What follows belongs to an exercise in optimizing a design on an open flow for small area, a short achievable clock period and few clock cycles per item; a production flow would make more cautious choices.
Function was checked by simulation only, so behaviour that the tests miss may differ from the original.
No activity file was given, so power comes from the tool's default toggle rates.

## v14
// stochastic_calcium_cluster_step
module stochastic_calcium_cluster_step #(
   parameter int NUM_CLUSTERS = scs_pkg::NUM_CLUSTERS_DEF,
   parameter int MAX_CHANNELS = scs_pkg::MAX_CHANNELS_DEF
) (
   input  logic                            clock,
   input  logic                            reset,
   input  logic                            req_tvalid,
   output logic                            req_tready,
   input  logic [scs_pkg::REQ_DATA_W-1:0]  req_tdata,
   input  logic                            req_tlast,
   output logic                            rsp_tvalid,
   input  logic                            rsp_tready,
   output logic [scs_pkg::RSP_DATA_W-1:0]  rsp_tdata,
   output logic                            rsp_tuser,
   input  logic                            csr_we,
   input  logic [scs_pkg::CSR_IDX_W-1:0]   csr_index,
   input  logic [scs_pkg::CSR_DATA_W-1:0]  csr_wdata
);
   localparam int NC = 10;    
   localparam int NP = 3;     
   localparam logic [23:0] P_RST = 24'd133;    
   localparam logic [25:0] BASE_RST = 26'(scs_pkg::CA_REST_RST) + (26'd1 << 25);
   logic [23:0] os_q, refr_q, close_q, rest_q, thr_q, lk_q, puff_q;
   logic [3:0]  rnum_q;
   always_ff @(posedge clock) begin
      if (reset) begin
         os_q    <= scs_pkg::OPEN_SCALE_RST;
         refr_q  <= scs_pkg::REFR_PROB_RST;
         close_q <= scs_pkg::CLOSE_PROB_RST;
         rnum_q  <= scs_pkg::REFR_NUM_RST;
         rest_q  <= scs_pkg::CA_REST_RST;
         thr_q   <= scs_pkg::CA_THRESH_RST;
         lk_q    <= scs_pkg::LEAK_RST;
         puff_q  <= scs_pkg::PUFF_RST;
      end else if (csr_we) begin
         case (csr_index)
            3'd0: os_q    <= csr_wdata;
            3'd1: refr_q  <= csr_wdata;
            3'd2: close_q <= csr_wdata;
            3'd3: rnum_q  <= csr_wdata[3:0];
            3'd4: rest_q  <= csr_wdata;
            3'd5: thr_q   <= csr_wdata;
            3'd6: lk_q    <= csr_wdata;
  ...
For scale: about 7900 cells after synthesis, ~740 flip-flops.
make LEC_CHECK=0 CAP_MARGIN=20 CORE_MARGIN=2 CORE_UTILIZATION=40 PLACE_DENSITY=0.6 SETUP_SLACK_MARGIN=3 SLEW_MARGIN=20 finish   # period 11.0 ns
run.sh (not shown) runs the stock make flow with config.mk's settings and CLKGATE_MAP_FILE= SYNTH_SCRIPT=/design/flow/synth_recipe.tcl, a recipe that flattens the netlist after the stock synthesis.
Testbench counts of v14, summed over its fixed seeds: cycles 3,874, steps 320.
diff inputs: v14 => v19
diff --git a/flow/design.v b/flow/design.v
--- a/flow/design.v
+++ b/flow/design.v
@@ -153,57 +153,76 @@
    logic [2:0]  skip_q;
    logic        d_div, d_fin;
    logic [23:0] os_d;                 
    logic [40:0] d_q, r_q;
    logic [3:0]  cnt_q;
    logic [2:0]  g_q;
    logic [47:0] h_q;
    logic        rsp_v;
+   logic          dfr_v;
+   logic [23:0]   dfr_r;
+   logic [3:0]    dfr_d, dfr_i;
+   logic [NC-1:0] dfr_oh;
    logic [NC-1:0] in_oh, req_oh;
    logic [4:0]    s_old, s_new;
-   logic          s_zero, s_neg, req_ok, guess, src_last, hit_pend;
+   logic          s_zero, s_neg, req_ok, guess, replay, src_last, hit_pend;
    logic          lt_refr, lt_close, lt_p;
-   logic          blk, take, upd, launch, launch_ok;
+   logic          blk, take, upd, launch, launch_ok, defer;
    logic [23:0]   req_r;
    logic [3:0]    src_d, src_i, draw_v, nref;
    assign launch_ok = ms[M_WAIT] & ~m_den & (nl_q != 2'd2) & ~rsp_v;
    always_comb begin
       for (int i = 0; i < NC; i++) in_oh[i] = req_tdata[33:28] == 6'(i);
-      req_oh   = in_oh;
-      req_r    = req_tdata[23:0];
-      src_d    = req_tdata[27:24];
-      src_i    = req_tdata[31:28];
-      src_last = req_tlast;
+      replay   = dfr_v & ~|(dfr_oh & pendc);
+      req_oh   = replay ? dfr_oh : in_oh;
+      req_r    = replay ? dfr_r : req_tdata[23:0];
+      src_d    = replay ? dfr_d : req_tdata[27:24];
+      src_i    = replay ? dfr_i : req_tdata[31:28];
+      src_last = ~replay & req_tlast;
       s_old    = 5'd0;
       for (int i = 0; i < NC; i++) s_old = s_old | (req_oh[i] ? cs[i] : 5'd0);
       req_ok   = |req_oh;
       s_zero   = s_old == 5'd0;
       s_neg    = s_old[4];
       lt_refr  = req_r < refr_q;
       lt_close = req_r < close_q;
       lt_p     = req_r < p_q;
       hit_pend = |(req_oh & pendc);
       guess    = req_ok & s_zero & (nl_q != 2'd0);
-      blk      = hit_pend | (guess & (&pv)) | (src_last & ~launch_ok);
-      take     = req_tvalid & ~blk;
+      blk      = hit_pend | (guess & (&pv)) | (src_last & (~launch_ok | dfr_v));
+      take     = (replay | req_tvalid) & ~blk;
       upd      = take & req_ok;
       launch   = take & src_last;
+      defer    = ~replay & req_tvalid & hit_pend & ~dfr_v & ~req_tlast;
       draw_v   = (src_d == 4'd0) ? 4'd1 : src_d;
       nref     = (rnum_q == 4'd0) ? 4'd1 : rnum_q;
       s_new    = s_old;
       if (s_neg) begin
          if (lt_refr) s_new = s_old + 5'd1;
       end else if (s_zero) begin
          if (lt_p) s_new = {1'b0, draw_v};
       end else if (lt_close) begin
          s_new = (s_old == 5'd1) ? (5'd1 - {1'b0, nref}) : (s_old - 5'd1);
       end
    end
-   assign req_tready = ~blk;
+   assign req_tready = ~replay & (~blk | (hit_pend & ~dfr_v & ~req_tlast));
+   always_ff @(posedge clock) begin
+      if (reset) dfr_v <= 1'b0;
+      else if (defer) dfr_v <= 1'b1;
+      else if (replay && take) dfr_v <= 1'b0;
+   end
+   always_ff @(posedge clock) begin
+      if (defer) begin
+         dfr_oh <= in_oh;
+         dfr_r  <= req_tdata[23:0];
+         dfr_d  <= req_tdata[27:24];
+         dfr_i  <= req_tdata[31:28];
+      end
+   end
    logic [24:0] act_d [NP];
    for (genvar j = 0; j < NP; j++) begin : g_act
       logic co;
       scs_bk_add #(.W(25)) u_cmp (
          .a({1'b0, pr[j]}), .b(~{1'b0, p_q}), .ci(1'b1), .s(act_d[j]), .co(co));
    end
    logic [NP-1:0] act, mis;
    logic [7:0]    fix1, fix2;         
Findings:
v19 gives less worst setup slack after layout than v14 did.
Cmp v19 vs v14: buffer count excluding the clock tree in the final layout higher in v19
For the reported leakage power, v19 came in 4.5% higher than v14 did.
v14 → v19: maximum level of the CTS H-tree ~0 delta; die area went up 2.0%.
Relative to v14, first-pass GRT wire length has gone down in v19.
Synthesized area divided by synthesized cell count grows slightly when moving from v14 to v19.
Testbench counts of v19, summed over its fixed seeds: cycles 3,806, steps 320.

========
stochastic_calcium_cluster_step, a different RTL version from the one above (not shown whole).
Size: roughly 770 flip-flops, roughly 120 I/O pins, about 71000 um^2 of cells after synthesis.
==> flow/design.v (excerpt) <==
module stochastic_calcium_cluster_step #(
   parameter int NUM_CLUSTERS = scs_pkg::NUM_CLUSTERS_DEF,
   parameter int MAX_CHANNELS = scs_pkg::MAX_CHANNELS_DEF
) (
   input  logic                            clock,
   input  logic                            reset,
   input  logic                            req_tvalid,
   output logic                            req_tready,
   input  logic [scs_pkg::REQ_DATA_W-1:0]  req_tdata,
   input  logic                            req_tlast,
   output logic                            rsp_tvalid,
   input  logic                            rsp_tready,
   output logic [scs_pkg::RSP_DATA_W-1:0]  rsp_tdata,
   output logic                            rsp_tuser,
   input  logic                            csr_we,
   input  logic [scs_pkg::CSR_IDX_W-1:0]   csr_index,
   input  logic [scs_pkg::CSR_DATA_W-1:0]  csr_wdata
);
   localparam int NC = 10;    
   localparam int NP = 4;     
   localparam logic [23:0] P_RST = 24'd133;    
   localparam logic [25:0] BASE_RST = 26'(scs_pkg::CA_REST_RST) + (26'd1 << 25);
   logic [23:0] os_q, refr_q, close_q, rest_q, thr_q, lk_q, puff_q;
   logic [3:0]  rnum_q;
   always_ff @(posedge clock) begin
      if (reset) begin
         os_q    <= scs_pkg::OPEN_SCALE_RST;
         refr_q  <= scs_pkg::REFR_PROB_RST;
         close_q <= scs_pkg::CLOSE_PROB_RST;
         rnum_q  <= scs_pkg::REFR_NUM_RST;
         rest_q  <= scs_pkg::CA_REST_RST;
         thr_q   <= scs_pkg::CA_THRESH_RST;
         lk_q    <= scs_pkg::LEAK_RST;
         puff_q  <= scs_pkg::PUFF_RST;
      end else if (csr_we) begin
         case (csr_index)
            3'd0: os_q    <= csr_wdata;
            3'd1: refr_q  <= csr_wdata;
            3'd2: close_q <= csr_wdata;
  ...
export LEC_CHECK = 0
export CAP_MARGIN = 20
export CORE_MARGIN = 2
export CORE_UTILIZATION = 40
export PLACE_DENSITY = 0.6
export SETUP_SLACK_MARGIN = 3
export SLEW_MARGIN = 20
create_clock -name core_clock -period 11.0 [get_ports {clock}]
The baseline ran to the end with no violations.
Testbench counts at the start, summed over its fixed seeds: cycles 3,708, steps 320.
Next try:
--- a/flow/design.v
+++ b/flow/design.v
@@ -92,21 +92,21 @@
    input  logic                            req_tlast,
    output logic                            rsp_tvalid,
    input  logic                            rsp_tready,
    output logic [scs_pkg::RSP_DATA_W-1:0]  rsp_tdata,
    output logic                            rsp_tuser,
    input  logic                            csr_we,
    input  logic [scs_pkg::CSR_IDX_W-1:0]   csr_index,
    input  logic [scs_pkg::CSR_DATA_W-1:0]  csr_wdata
 );
    localparam int NC = 10;    
-   localparam int NP = 4;     
+   localparam int NP = 3;     
    localparam logic [23:0] P_RST = 24'd133;    
    localparam logic [25:0] BASE_RST = 26'(scs_pkg::CA_REST_RST) + (26'd1 << 25);
    logic [23:0] os_q, refr_q, close_q, rest_q, thr_q, lk_q, puff_q;
    logic [3:0]  rnum_q;
    always_ff @(posedge clock) begin
       if (reset) begin
          os_q    <= scs_pkg::OPEN_SCALE_RST;
          refr_q  <= scs_pkg::REFR_PROB_RST;
          close_q <= scs_pkg::CLOSE_PROB_RST;
          rnum_q  <= scs_pkg::REFR_NUM_RST;
@@ -153,21 +153,21 @@
    logic [44:0] acc_q;
    logic [7:0]  tsn_q;
    logic [2:0]  skip_q;
    logic        d_div, d_fin;
    logic [23:0] os_d;                 
    logic [40:0] d_q, r_q;
    logic [3:0]  cnt_q;
    logic [2:0]  g_q;
    logic [47:0] h_q;
    logic        rsp_v;
-   logic [NC-1:0] in_oh, req_oh, zblk;
+   logic [NC-1:0] in_oh, req_oh;
    logic [4:0]    s_old, s_new;
    logic          s_zero, s_neg, req_ok, guess, src_last, hit_pend;
    logic          lt_refr, lt_close, lt_p;
    logic          blk, take, upd, launch, launch_ok;
    logic [23:0]   req_r;
    logic [3:0]    src_d, src_i, draw_v, nref;
    assign launch_ok = ms[M_WAIT] & ~m_den & (nl_q != 2'd2) & ~rsp_v;
    always_comb begin
       for (int i = 0; i < NC; i++) in_oh[i] = req_tdata[33:28] == 6'(i);
       req_oh   = in_oh;
@@ -178,23 +178,21 @@
       s_old    = 5'd0;
       for (int i = 0; i < NC; i++) s_old = s_old | (req_oh[i] ? cs[i] : 5'd0);
       req_ok   = |req_oh;
       s_zero   = s_old == 5'd0;
       s_neg    = s_old[4];
       lt_refr  = req_r < refr_q;
       lt_close = req_r < close_q;
       lt_p     = req_r < p_q;
       hit_pend = |(req_oh & pendc);
       guess    = req_ok & s_zero & (nl_q != 2'd0);
-      for (int i = 0; i < NC; i++)
-         zblk[i] = pendc[i] | ((cs[i] == 5'd0) & (nl_q != 2'd0) & (&pv));
-      blk      = (|(req_oh & zblk)) | (src_last & ~launch_ok);
+      blk      = hit_pend | (guess & (&pv)) | (src_last & ~launch_ok);
       take     = req_tvalid & ~blk;
       upd      = take & req_ok;
       launch   = take & src_last;
       draw_v   = (src_d == 4'd0) ? 4'd1 : src_d;
       nref     = (rnum_q == 4'd0) ? 4'd1 : rnum_q;
       s_new    = s_old;
       if (s_neg) begin
          if (lt_refr) s_new = s_old + 5'd1;
       end else if (s_zero) begin
          if (lt_p) s_new = {1'b0, draw_v};
@@ -228,21 +226,21 @@
       slot = '0;
       for (int j = NP - 1; j >= 0; j--) begin
          if (!pv[j]) begin
             slot    = '0;
             slot[j] = 1'b1;
          end
       end
    end
    logic [7:0] tot_n;
    always_comb begin
-      tot_n = tot_q + fixd[0] + fixd[1] + fixd[2] + fixd[3]
+      tot_n = tot_q + fixd[0] + fixd[1] + fixd[2]
               + ((upd && s_zero && lt_p) ? 8'(draw_v) : 8'd0)
               + ((upd && !s_zero && !s_neg && lt_close) ? 8'hFF : 8'd0);
    end
    always_ff @(posedge clock) begin
       if (reset) begin
          for (int i = 0; i < NC; i++) cs[i] <= 5'd0;
          pendc <= '0;
          pv    <= '0;
          tot_q <= 8'd0;
       end else begin
Outcome:
- The new run ran to the end with violations: capacitance limit, slew limit
- clock skew went up by 0.025 ns
- via count went down by 6.8%
- sequential cell count went down by 35
- total power went down by 9.1%
- global-route usage went down by 2.0 points
- combinational power went down by 14%
- fmax went up by 1.1%
- synthesized area went down by 5.3%
- setup slack gets better by 0.087 ns
- die area went down by 5.2%
- worst hold slack is about the same
- final cell count went down by 5.2%
- design area went down by 6.2%
Testbench counts after the change, summed over its fixed seeds: cycles 3,751, steps 320.

==> static timing again, ports no longer ideal <==
The flow's constraints put no driver on any port. The routed layouts listed below were extracted and timed again, unchanged, in two steps. Step 1 sets driving cells, clkbuf_16 on the clock port and buf_2 on the other inputs (assumed; they add their load-dependent delay and slew). Step 2 moves the port delays by t, midway between the first and last clock arrival at a register: inputs arrive t later, outputs are due t later. That takes back most of the time a late clock gives input paths. Slacks: ideal / step 1 / step 2; pairs: ideal / step 1.
| run | t (ns) | setup slack, ns | worst hold slack (ns) | worst data-port slew with drivers (ns) | pins driven straight from the clock port |
|---|---|---|---|---|---|
| v14 | 0.782 | 3.024 / 2.904 / 2.904 | 0.456 / 0.456 / 0.456 | 0.19 | 1 |
| v19 | 0.791 | 2.885 / 2.885 / 2.885 | 0.455 / 0.455 / 0.455 | 0.09 | 1 |
| the first run of note 2 | 0.795 | 3.134 / 3.134 / 2.444 | 0.454 / 0.454 / 0.454 | 0.08 | 1 |
| the second run of note 2 | 0.775 | 3.221 / 3.199 / 2.573 | 0.454 / 0.454 / 0.454 | 0.09 | 1 |
The setup slack of the first run of note 2, which loses most, moves by 0.000 ns with the drivers and by -0.690 ns with both steps.
